This is an optimization exercise on Yosys and OpenROAD, whose aim is small area, a short achievable clock period and few clock cycles per item, not a production implementation.
No activity file was given, so power comes from the tool's default toggle rates.

==> flow/design.v <==
package proc_pkg;
    localparam int unsigned ADDR_W = 24;
    localparam int unsigned DATA_W = 8;
endpackage
module dmem_array (
    input  logic        clk,
    output logic [1:0]  ph,           
    input  logic [1:0]  bus_v,        
    input  logic [9:0]  bus_ring,     
    input  logic [15:0] bus_data,     
    input  logic [5:0]  raddr,        
    output logic [31:0] rquart        
);
    logic [2047:0] st;
    logic [1:0]    ph_q;
    always_ff @(posedge clk) begin
        ph_q <= ph_q + 2'd1;
    end
    assign ph = ph_q;
    for (genvar r = 0; r < 64; r++) begin : g_ring
        localparam int B = r % 2;
        logic inj;
        assign inj = bus_v[B] && (bus_ring[5*B +: 5] == 5'(r / 2));
        always_ff @(posedge clk) begin
            st[32*r +  8 +: 8] <= st[32*r      +: 8];
            st[32*r + 16 +: 8] <= st[32*r +  8 +: 8];
            st[32*r + 24 +: 8] <= st[32*r + 16 +: 8];
            st[32*r      +: 8] <= inj ? bus_data[8*B +: 8] : st[32*r + 24 +: 8];
        end
    end
    logic [1:0]   rpos;
    assign rpos = raddr[1:0] + ph_q;
    for (genvar q = 0; q < 4; q++) begin : g_quart
        logic [31:0] rring;
        assign rring = st[512*q + 32*raddr[5:2] +: 32];
        always_comb begin
            case (rpos)
                2'd0:    rquart[8*q +: 8] = rring[ 7: 0];
                2'd1:    rquart[8*q +: 8] = rring[15: 8];
                2'd2:    rquart[8*q +: 8] = rring[23:16];
                default: rquart[8*q +: 8] = rring[31:24];
            endcase
        end
    end
endmodule
module data_mem_ctrl #(
    parameter int unsigned NPEND = 11
) (
    input  logic        clk,
    input  logic        rst_n,
    input  logic [23:0] bus_addr_in,
    input  logic        bus_req,
    input  logic        bus_we,
    input  logic [7:0]  bus_wdata,
    output logic [7:0]  bus_rdata,
    output logic        bus_busy,
    output logic        bus_done,
    output logic        bus_err
);
    logic       busy_q;
    logic       done_q;
    logic       err_q;
    logic [7:0] rdata_q;
    logic       oor_c;
    logic       acc_c;
    logic       wr_c;
    logic [7:0] addr_c;
    assign oor_c  = |bus_addr_in[23:8];
    assign acc_c  = rst_n && bus_req && !busy_q;
    assign wr_c   = acc_c && bus_we && !oor_c;
    assign addr_c = bus_addr_in[7:0];
    logic [NPEND-1:0] pv;
    logic [7:0]       pa [NPEND];
    logic [7:0]       pd [NPEND];
    logic [1:0]       bv;
    logic [7:0]       ba [2];
    logic [7:0]       bd [2];
    logic [1:0]       ph;
    logic [NPEND-1:0] hit;       
    logic [NPEND-1:0] nxt;       
    logic [NPEND-1:0] sel0;      
    logic [NPEND-1:0] sel1;      
    logic [NPEND-1:0] mv;
    logic [NPEND-1:0] ins;       
    logic [NPEND-1:0] upd;       
    logic [NPEND-1:0] pv_d;
    logic [1:0]       bhit;      
    logic [1:0] nxt_k;
    always_ff @(posedge clk) begin
        nxt_k <= 2'd0 - ph;
    end
    for (genvar i = 0; i < NPEND; i++) begin : g_cmp
        assign hit[i] = pv[i] && (pa[i] == addr_c);
        assign nxt[i] = pv[i] && (pa[i][1:0] == nxt_k);
    end
    for (genvar b = 0; b < 2; b++) begin : g_bcmp
        assign bhit[b] = bv[b] && (ba[b] == addr_c);
    end
    logic [NPEND-1:0] sel0_q;
    logic [NPEND-1:0] sel1_q;
    always_comb begin
        logic f0, f1;
        sel0 = '0;
        sel1 = '0;
        f0   = 1'b0;
        f1   = 1'b0;
        for (int i = 0; i < NPEND; i++) begin
            if (nxt[i] && !pa[i][2] && !f0) begin
                sel0[i] = 1'b1;
                f0      = 1'b1;
            end
            if (nxt[i] && pa[i][2] && !f1) begin
                sel1[i] = 1'b1;
                f1      = 1'b1;
            end
        end
    end
    always_ff @(posedge clk) begin
        sel0_q <= sel0;
        sel1_q <= sel1;
    end
    assign mv  = sel0_q | sel1_q;
    assign upd = hit & {NPEND{wr_c}};
    always_comb begin
        logic fi;
        ins = '0;
        fi  = 1'b0;
        for (int i = 0; i < NPEND; i++) begin
            if (!pv[i] && !fi) begin
                ins[i] = wr_c && !(|upd);
                fi     = 1'b1;
            end
        end
    end
    assign pv_d = ins | (pv & ~mv) | upd;
    always_ff @(posedge clk) begin
        pv <= pv_d;
        for (int i = 0; i < NPEND; i++) begin
            if (ins[i]) pa[i] <= addr_c;
            if (ins[i] || upd[i]) pd[i] <= bus_wdata;
        end
    end
    always_ff @(posedge clk) begin
        logic [7:0] a0, a1, d0, d1;
        a0 = '0;
        a1 = '0;
        d0 = '0;
        d1 = '0;
        for (int i = 0; i < NPEND; i++) begin
            a0 = a0 | ({8{sel0_q[i]}} & pa[i]);
            a1 = a1 | ({8{sel1_q[i]}} & pa[i]);
            d0 = d0 | ({8{sel0_q[i]}} & pd[i]);
            d1 = d1 | ({8{sel1_q[i]}} & pd[i]);
        end
        bv    <= {|sel1_q, |sel0_q};
        ba[0] <= a0;
        ba[1] <= a1;
        bd[0] <= d0;
        bd[1] <= d1;
    end
    logic [7:0] fwd;
    always_comb begin
        fwd = '0;
        if (|hit) begin
            for (int i = 0; i < NPEND; i++) begin
                fwd = fwd | ({8{hit[i]}} & pd[i]);
            end
        end else begin
            fwd = ({8{bhit[0]}} & bd[0]) | ({8{bhit[1]}} & bd[1]);
        end
    end
    logic        s1_v;
    logic        s1_err;
    logic [1:0]  s1_quart;
    logic [31:0] s1_cand;
    logic        s1_hit;
    logic [7:0]  s1_fwd;
    logic [31:0] rquart;
    always_ff @(posedge clk) begin
        if (!rst_n) begin
            s1_v   <= 1'b0;
            done_q <= 1'b0;
        end else begin
            s1_v   <= acc_c;
            done_q <= s1_v;
        end
        busy_q   <= !rst_n || (&(pv | ins));
        s1_err   <= oor_c;
        s1_quart <= addr_c[7:6];
        s1_cand  <= rquart;
        s1_hit   <= (|hit) || (|bhit);
        s1_fwd   <= fwd;
        err_q    <= s1_err;
        rdata_q  <= s1_hit ? s1_fwd : s1_cand[8*s1_quart +: 8];
    end
    dmem_array u_array (
        .clk      (clk),
        .ph       (ph),
        .bus_v    (bv),
        .bus_ring ({ba[1][7:3], ba[0][7:3]}),
        .bus_data ({bd[1], bd[0]}),
        .raddr    (addr_c[5:0]),
        .rquart   (rquart)
    );
    assign bus_rdata = rdata_q;
    assign bus_busy  = busy_q;
    assign bus_done  = done_q;
    assign bus_err   = err_q;
endmodule
module data_mem_top (
    input  logic        clk,
    input  logic        rst_n,
    input  logic [23:0] addr_in,
    input  logic        req,
    input  logic        we,
    input  logic [7:0]  wdata,
    output logic [7:0]  rdata,
    output logic        busy,
    output logic        done,
    output logic        err
);
    data_mem_ctrl u_ctrl (
        .clk         (clk),
        .rst_n       (rst_n),
        .bus_addr_in (addr_in),
        .bus_req     (req),
        .bus_we      (we),
        .bus_wdata   (wdata),
        .bus_rdata   (rdata),
        .bus_busy    (busy),
        .bus_done    (done),
        .bus_err     (err)
    );
endmodule
export LEC_CHECK = 0
export CAP_MARGIN = 20
export CORE_MARGIN = 2
export CORE_UTILIZATION = 60
export CTS_BUF_LIST = sky130_fd_sc_hd__clkbuf_8 sky130_fd_sc_hd__clkbuf_16
export CTS_CLUSTER_DIAMETER = 120
export CTS_CLUSTER_SIZE = 24
export SETUP_SLACK_MARGIN = 2.2
export SLEW_MARGIN = 20
create_clock -name core_clock -period 4.5 [get_ports {clk}]
run.sh (not shown) runs the stock make flow with config.mk's settings and CLKGATE_MAP_FILE= SYNTH_SCRIPT=/design/flow/synth_recipe.tcl, a recipe that flattens the netlist after the stock synthesis.
Rerun with:
--- a/flow/design.v
+++ b/flow/design.v
@@ -41,13 +41,13 @@
                 default: rquart[8*q +: 8] = rring[31:24];
             endcase
         end
     end
 endmodule
 module data_mem_ctrl #(
-    parameter int unsigned NPEND = 11
+    parameter int unsigned NPEND = 10
 ) (
     input  logic        clk,
     input  logic        rst_n,
     input  logic [23:0] bus_addr_in,
     input  logic        bus_req,
     input  logic        bus_we,
@@ -84,23 +84,21 @@
     logic [NPEND-1:0] ins;       
     logic [NPEND-1:0] upd;       
     logic [NPEND-1:0] pv_d;
     logic [1:0]       bhit;      
     logic [1:0] nxt_k;
     always_ff @(posedge clk) begin
-        nxt_k <= 2'd0 - ph;
+        nxt_k <= 2'd1 - ph;
     end
     for (genvar i = 0; i < NPEND; i++) begin : g_cmp
         assign hit[i] = pv[i] && (pa[i] == addr_c);
         assign nxt[i] = pv[i] && (pa[i][1:0] == nxt_k);
     end
     for (genvar b = 0; b < 2; b++) begin : g_bcmp
         assign bhit[b] = bv[b] && (ba[b] == addr_c);
     end
-    logic [NPEND-1:0] sel0_q;
-    logic [NPEND-1:0] sel1_q;
     always_comb begin
         logic f0, f1;
         sel0 = '0;
         sel1 = '0;
         f0   = 1'b0;
         f1   = 1'b0;
@@ -112,17 +110,13 @@
             if (nxt[i] && pa[i][2] && !f1) begin
                 sel1[i] = 1'b1;
                 f1      = 1'b1;
             end
         end
     end
-    always_ff @(posedge clk) begin
-        sel0_q <= sel0;
-        sel1_q <= sel1;
-    end
-    assign mv  = sel0_q | sel1_q;
+    assign mv  = sel0 | sel1;
     assign upd = hit & {NPEND{wr_c}};
     always_comb begin
         logic fi;
         ins = '0;
         fi  = 1'b0;
         for (int i = 0; i < NPEND; i++) begin
@@ -144,18 +138,18 @@
         logic [7:0] a0, a1, d0, d1;
         a0 = '0;
         a1 = '0;
         d0 = '0;
         d1 = '0;
         for (int i = 0; i < NPEND; i++) begin
-            a0 = a0 | ({8{sel0_q[i]}} & pa[i]);
-            a1 = a1 | ({8{sel1_q[i]}} & pa[i]);
-            d0 = d0 | ({8{sel0_q[i]}} & pd[i]);
-            d1 = d1 | ({8{sel1_q[i]}} & pd[i]);
-        end
-        bv    <= {|sel1_q, |sel0_q};
+            a0 = a0 | ({8{sel0[i]}} & pa[i]);
+            a1 = a1 | ({8{sel1[i]}} & pa[i]);
+            d0 = d0 | ({8{sel0[i]}} & pd[i]);
+            d1 = d1 | ({8{sel1[i]}} & pd[i]);
+        end
+        bv    <= {|sel1, |sel0};
         ba[0] <= a0;
         ba[1] <= a1;
         bd[0] <= d0;
         bd[1] <= d1;
     end
     logic [7:0] fwd;
Result: The new run ran to the end with no violations. Setup slack is worse by 0.038 ns. Worst hold slack is worse by 0.0070 ns. Cell count rose slightly. Global-route usage rose by 0.29 points. Clock power hardly moves. Utilization rose by 0.51 points. Design area fell slightly. Critical path depth fell by 2. Area after synthesis fell slightly. Power fell slightly. Non-clock buffer count rose by 23. Clock-buffer cell count fell by 3. Routed wire length hardly moves. Sequential power barely changes.
No run of this note included a check of the RTL's function; only the layout flow was run.

-- re-timing with driven ports --
How much do the figures lean on ideal ports? The routed layouts below were timed once more, with nothing changed but the port constraints.
Step 1: set_driving_cell puts a clkbuf_16 on clk and a buf_2 on each other input, an assumption about the parent block.
Step 2 times the ports against the registers' clock, not the clock port: input delays grow and output delays shrink by t, the midpoint of the rising clock arrivals with the driver on.
Slacks: ideal ports / drivers / drivers and shift; pairs: ideal ports / drivers.
run | shift t [ns] | setup slack, ns | worst setup path after step 2 | clock arrival spread, ns
the first run | 0.822 | 1.866 / 1.778 / 0.956 | input to register | 0.041 / 0.042
the second run | 0.826 | 1.828 / 1.807 / 0.982 | input to register | 0.035 / 0.035
After both steps setup and hold are still met in every run listed. The setup slack of the first run, which loses most, moves by -0.088 ns with the drivers and by -0.910 ns with both steps.
